This is an optimization exercise on Yosys and OpenROAD, whose aim is small area and a short achievable clock period, not a production implementation. Function was checked by simulation only, so behaviour that the tests miss may differ from the original. Power and IR drop assume default switching activity. The flow treats the clock pin as an ideal source, which a real chip does not have.

## run 1
==> flow/design.v <==
module window_3x3 #(
    parameter int N       = 8,
    parameter int CHANNEL = 3,
    parameter int SIZE    = 32,
    parameter int PADDING = 1
) (
    input  logic                     clk,
    input  logic                     rst,
    input  logic                     din_vld,
    input  logic [CHANNEL*N-1:0]     din,
    output logic [9*CHANNEL*N-1:0]   win_dout,
    output logic                     win_vld,
    output logic                     win_end
);
    localparam int P  = CHANNEL * N;
    localparam int W  = SIZE + 2 * PADDING;
    localparam int CW = $clog2(W);
    localparam int L  = 2 * W + 2;               
    localparam logic [CW-1:0] W_M1 = CW'(W - 1);
    logic [P-1:0]  px_q;
    logic          px_vld_q;
    logic [P-1:0]  chain_q [L];
    logic [CW-1:0] col_q, row_q;
    logic          col_ge2_q, row_ge2_q;
    logic          win_vld_q, win_end_q;
    logic          col_last, row_last;
    always_ff @(posedge clk) begin
        px_q     <= din;
        px_vld_q <= din_vld;
    end
    always_ff @(posedge clk) begin
        if (px_vld_q) begin
            chain_q[0] <= px_q;
            for (int i = 1; i < L; i++) chain_q[i] <= chain_q[i-1];
        end
    end
    assign col_last = (col_q == W_M1);
    assign row_last = (row_q == W_M1);
    always_ff @(posedge clk) begin
        if (rst) begin
            col_q     <= '0;
            row_q     <= '0;
            col_ge2_q <= 1'b0;
            row_ge2_q <= 1'b0;
            win_vld_q <= 1'b0;
            win_end_q <= 1'b0;
        end else begin
            win_vld_q <= din_vld && col_ge2_q && row_ge2_q;
            win_end_q <= din_vld && col_last && row_last;
            if (din_vld) begin
                if (col_last) begin
                    col_q     <= '0;
                    col_ge2_q <= 1'b0;
                    if (row_last) begin
                        row_q     <= '0;
                        row_ge2_q <= 1'b0;
                    end else begin
                        row_q     <= row_q + 1'b1;
                        if (row_q == CW'(1)) row_ge2_q <= 1'b1;
                    end
                end else begin
                    col_q <= col_q + 1'b1;
                    if (col_q == CW'(1)) col_ge2_q <= 1'b1;
                end
            end
        end
    end
    for (genvar k = 0; k < 9; k++) begin : g_tap
        localparam int D = (2 - k / 3) * W + (2 - k % 3);
        if (D == 0) begin : g_new
            assign win_dout[k*P +: P] = px_q;
        end else begin : g_old
            assign win_dout[k*P +: P] = chain_q[D-1];
        end
    end
    assign win_vld = win_vld_q;
    assign win_end = win_end_q;
endmodule
export LEC_CHECK = 0
export CAP_MARGIN = 20
export CORE_MARGIN = 2
export CORE_UTILIZATION = 40
export SLEW_MARGIN = 20
create_clock -name core_clock -period 4.6 [get_ports {clk}]
run.sh (not shown) runs the stock make flow with config.mk's settings and CLKGATE_MAP_FILE= SYNTH_SCRIPT=/design/flow/synth_recipe.tcl, a recipe that flattens the netlist after the stock synthesis.
## Diff of input files: run 2 against run 1
- setting SETUP_SLACK_MARGIN to 2.6 for the first time
==> flow/flow/run.sh (new file) <==
#!/bin/bash
# Standard ORFS layout with two changes: port buffers use buf_1 instead of the default
# delay buffer, and CTS uses larger sink clusters without dummy loads.
set -euo pipefail
bash standard.sh \
  "BUFFER_PORTS_ARGS=-buffer_cell sky130_fd_sc_hd__buf_1" \
  "CTS_ARGS=-sink_clustering_enable -repair_clock_nets -dont_use_dummy_load -sink_clustering_size 30 -sink_clustering_max_diameter 100 -buf_list sky130_fd_sc_hd__clkbuf_16" \
  finish > make.log 2>&1
==> flow/standard.sh (new file) <==
#!/bin/bash
# synth_recipe.tcl (not shown) runs the flow's synth.tcl, then flattens the netlist and writes it again
# the make line also repeats each setting of config.mk as NAME=value (left out here)
make -C /OpenROAD-flow-scripts/flow DESIGN_CONFIG=/design/flow/config.mk WORK_HOME=/design/flow/orfs CLKGATE_MAP_FILE= SYNTH_SCRIPT=/design/flow/synth_recipe.tcl "${@:-finish}"
removed: flow/run.sh
[summary]
Reported for run 2 and run 1, number of buffer and inverter stages on the critical path turned out identical to the last digit.
The worst hold margin reported for run 2 is smaller than that of run 1 by 0.063 ns.
Run 2 vs. run 1: area of the multi-input gates went up by 1.5%.
Share of the final layout cell area in multi-input gates essentially unchanged between run 2 and run 1.
Against run 1, run 2 comes in 1.1 points lower on met3 global-route usage.
Compared run 2 against run 1; post-synthesis share of cell area spent on xor and xnor gates within noise.
> inputs changed (run 2 -> run 3)
- CORE_UTILIZATION now 50, was 40
- SLEW_MARGIN now 50, was 20
- SETUP_SLACK_MARGIN no longer set, was 2.6
==> comparison <==
- Against run 2, run 3 comes in 0.078 ns higher on final critical delay including setup and external delays.
- Changes observed in run 3 relative to run 2: number of vias per cell after detailed routing picked up an extra about 9%, worst setup slack fell 0.078 ns, routed length on met3 shrank by about 7%, relative contribution of combinational cells to total power moved down, tightest hold margin picked up an extra 0.022 ns.
- Area growth from synthesis to final layout (run 3 over run 2): decrease, 3.5 points
Setup changes, run 3 to run 4
- CORE_UTILIZATION now 40, was 50
==> flow/flow/run.sh <==
#!/bin/bash
# Standard ORFS layout with two changes: port buffers use buf_1 instead of the default
# delay buffer, and CTS uses larger sink clusters without dummy loads.
set -euo pipefail
bash standard.sh \
  "BUFFER_PORTS_ARGS=-buffer_cell sky130_fd_sc_hd__buf_1" \
  "CTS_ARGS=-sink_clustering_enable -repair_clock_nets -dont_use_dummy_load -sink_clustering_size 30 -sink_clustering_max_diameter 100 -buf_list sky130_fd_sc_hd__clkbuf_16 -balance_levels" \
  finish > make.log 2>&1
Notes after the runs:
- Sequential share of cell area in run 4 is 0.80 points below run 3.
- Looking only at global-route usage, and setting everything else aside, the lower value of run 3 and run 4 goes to run 4.
- Fraction of power consumed by sequential logic: run 4 vs run 3 down 0.3 points
- Run 4 vs run 3 on number of CTS-inserted buffers: run 4 is the higher one.
- Of the two candidates, run 3 has the better wire length and run 4 the worse one.
- Max met2 demand-to-capacity share in global routing across run 3 and run 4: run 3
- Looking at share of layout cells above drive strength 1 across run 3 and run 4, the one that comes out lower is run 3.
- Relative to run 3, clock network fraction of design power has gone up in run 4.
- Of the two values seen for endpoint of the most critical setup path, win_dout[130] was produced by run 4 and win_dout[100] by run 3.

---

== the baseline ==
// window_3x3: RTL as listed in full above, without the edits since
==> flow/config.mk <==
export PLATFORM = sky130hd
export DESIGN_NAME = window_3x3
export DESIGN_NICKNAME = window_3x3
export VERILOG_FILES = /design/flow/design.v
export SDC_FILE = /design/flow/constraint.sdc
export NUM_CORES = 4
export LEC_CHECK = 0
export CAP_MARGIN = 20
export CORE_MARGIN = 2
export CORE_UTILIZATION = 40
export SLEW_MARGIN = 50
==> flow/constraint.sdc <==
create_clock -name core_clock -period 4.6 [get_ports {clk}]
set_input_delay 0.9200 -clock core_clock [delete_from_list [all_inputs] [get_ports {clk}]]
set_output_delay 0.9200 -clock core_clock [all_outputs]
set_load 0.01 [all_outputs]
standard.sh (not shown) runs the stock make flow with config.mk's settings and CLKGATE_MAP_FILE= SYNTH_SCRIPT=/design/flow/synth_recipe.tcl, a recipe that flattens the netlist after the stock synthesis.
==> flow/flow/run.sh <==
#!/bin/bash
# Standard ORFS layout with two changes: port buffers use buf_1 instead of the default
# delay buffer, and CTS uses larger sink clusters without dummy loads.
set -euo pipefail
bash standard.sh \
  "BUFFER_PORTS_ARGS=-buffer_cell sky130_fd_sc_hd__buf_1" \
  "CTS_ARGS=-sink_clustering_enable -repair_clock_nets -dont_use_dummy_load -sink_clustering_size 30 -sink_clustering_max_diameter 100 -buf_list sky130_fd_sc_hd__clkbuf_16" \
  finish > make.log 2>&1
Per the final summary, the baseline finished and its layout is clean on timing, DRC and antenna.
Here is what was changed in the inputs of the candidate compared with the baseline.
-- flow/config.mk --
<<< the baseline, line 9
export CORE_MARGIN = 2
export CORE_UTILIZATION = 40
export SLEW_MARGIN = 50
>>> the candidate, line 9
export CORE_MARGIN = 2
export CORE_UTILIZATION = 60
export SLEW_MARGIN = 20
==> summary.txt <==
Comparing relative contribution of the clock network to total power for the baseline and the candidate, the bigger number came from the baseline. In the candidate the worst hold slack turned out 0.017 ns higher than in the baseline. Initial core utilization came out higher on the candidate than on the baseline. In the tables for the baseline and the candidate, signed area change from the synthesized netlist to the final layout reads higher with the baseline.

---

== run A ==
RTL: the design.v shown in full above, as it stands there.
==> flow/config.mk <==
export PLATFORM = sky130hd
export DESIGN_NAME = window_3x3
export DESIGN_NICKNAME = window_3x3
export VERILOG_FILES = /design/flow/design.v
export SDC_FILE = /design/flow/constraint.sdc
export NUM_CORES = 4
export LEC_CHECK = 0
export CAP_MARGIN = 20
export CORE_MARGIN = 2
export CORE_UTILIZATION = 40
export SLEW_MARGIN = 20
==> flow/constraint.sdc <==
create_clock -name core_clock -period 4.6 [get_ports {clk}]
set_input_delay 0.9200 -clock core_clock [delete_from_list [all_inputs] [get_ports {clk}]]
set_output_delay 0.9200 -clock core_clock [all_outputs]
set_load 0.01 [all_outputs]
Scripts as last shown in full above: flow/flow/run.sh
The inputs of run B differ from those of run A as listed below.
Settings: TNS_END_PERCENT now 100, previously not set; SETUP_SLACK_MARGIN now 2.6, previously not set.
==> summary.txt <==
- Smallest setup slack after layout on run B is ahead of run A.
- Run B vs. run A: count of instances resized after the clock tree is built went up by 79.
- Compared with run A, run B shows a higher cell area after layout.
- As far as post-placement cell area goes, run A and run B are indistinguishable; the numbers are identical.
- Total global routing track utilization: run B vs run A up 0.24 points
- Note that the count of non-CTS buffers in the layout recorded for run B amounts to 1.5 times the value seen in run A.
- Run B ended up with chain_q[33][11]$_DFFE_PP_ as its beginning of the critical path; run A ended up with px_vld_q$_DFF_P_.
- Post-CTS repair timing setup buffer count ends up higher on run B.
- Delta (run B minus run A): relative area change from synthesis to final layout rose 2.8 points; global routing met2 resource utilization rose 0.66 points.
> inputs changed (run B -> run C)
Settings: SETUP_SLACK_MARGIN no longer set, was 2.6; SLEW_MARGIN now 70, was 20; TNS_END_PERCENT no longer set, was 100.
==> comparison <==
Between run C and run B, the difference in final worst slack is negligible.
In the reports for run C and run B, the smaller cell count belongs to run C.
Taking run C as 1.0, run B lands at 0.938 on sum of net half-perimeters after detailed placement.
From run B to run C the numbers moved as follows: share of cells above drive strength 1 now smaller, arrival time reported for the critical path endpoint shows no meaningful change, met3 usage in global routing closely matched the old numbers.
Diff run B -> run C: total wire length -1700 µm; synthesized area neither gained nor lost much.

==> re-timing with driven ports <==
The results above use ideal ports. As a check the final layouts listed here were re-extracted and re-timed, cells and wires unchanged.
Step 1 assumes that a clkbuf_16 drives the clock port and a buf_2 every other input.
Step 2 times the ports against the registers' clock, not the clock port: input delays grow and output delays shrink by t, the midpoint of the rising clock arrivals with the driver on.
Three values: no drivers, after step 1, after step 2; two values: the first two.
run | t (ns) | setup slack, ns | worst setup path at the end | worst slew at a driven data input, ns
run 1 | 0.814 | 1.962 / 1.895 / 1.852 | input to register | 0.04
run 2 | 0.694 | 2.427 / 2.359 / 2.297 | input to register | 0.04
run 3 | 0.690 | 2.349 / 2.286 / 2.330 | input to register | 0.03
run 4 | 0.684 | 2.431 / 2.363 / 2.348 | input to register | 0.03
the baseline | 0.684 | 2.431 / 2.363 / 2.348 | input to register | 0.03
the candidate | 0.670 | 2.323 / 2.264 / 2.323 | register to register | 0.04
run A | 0.693 | 2.408 / 2.358 / 2.272 | input to register | 0.03
run B | 0.694 | 2.427 / 2.359 / 2.297 | input to register | 0.04
run C | 0.685 | 2.424 / 2.357 / 2.553 | input to register | 0.03
After both steps setup and hold are still met in every run listed. For run A, which loses most, drivers alone change the setup slack by -0.050 ns; drivers and shift together by -0.136 ns.
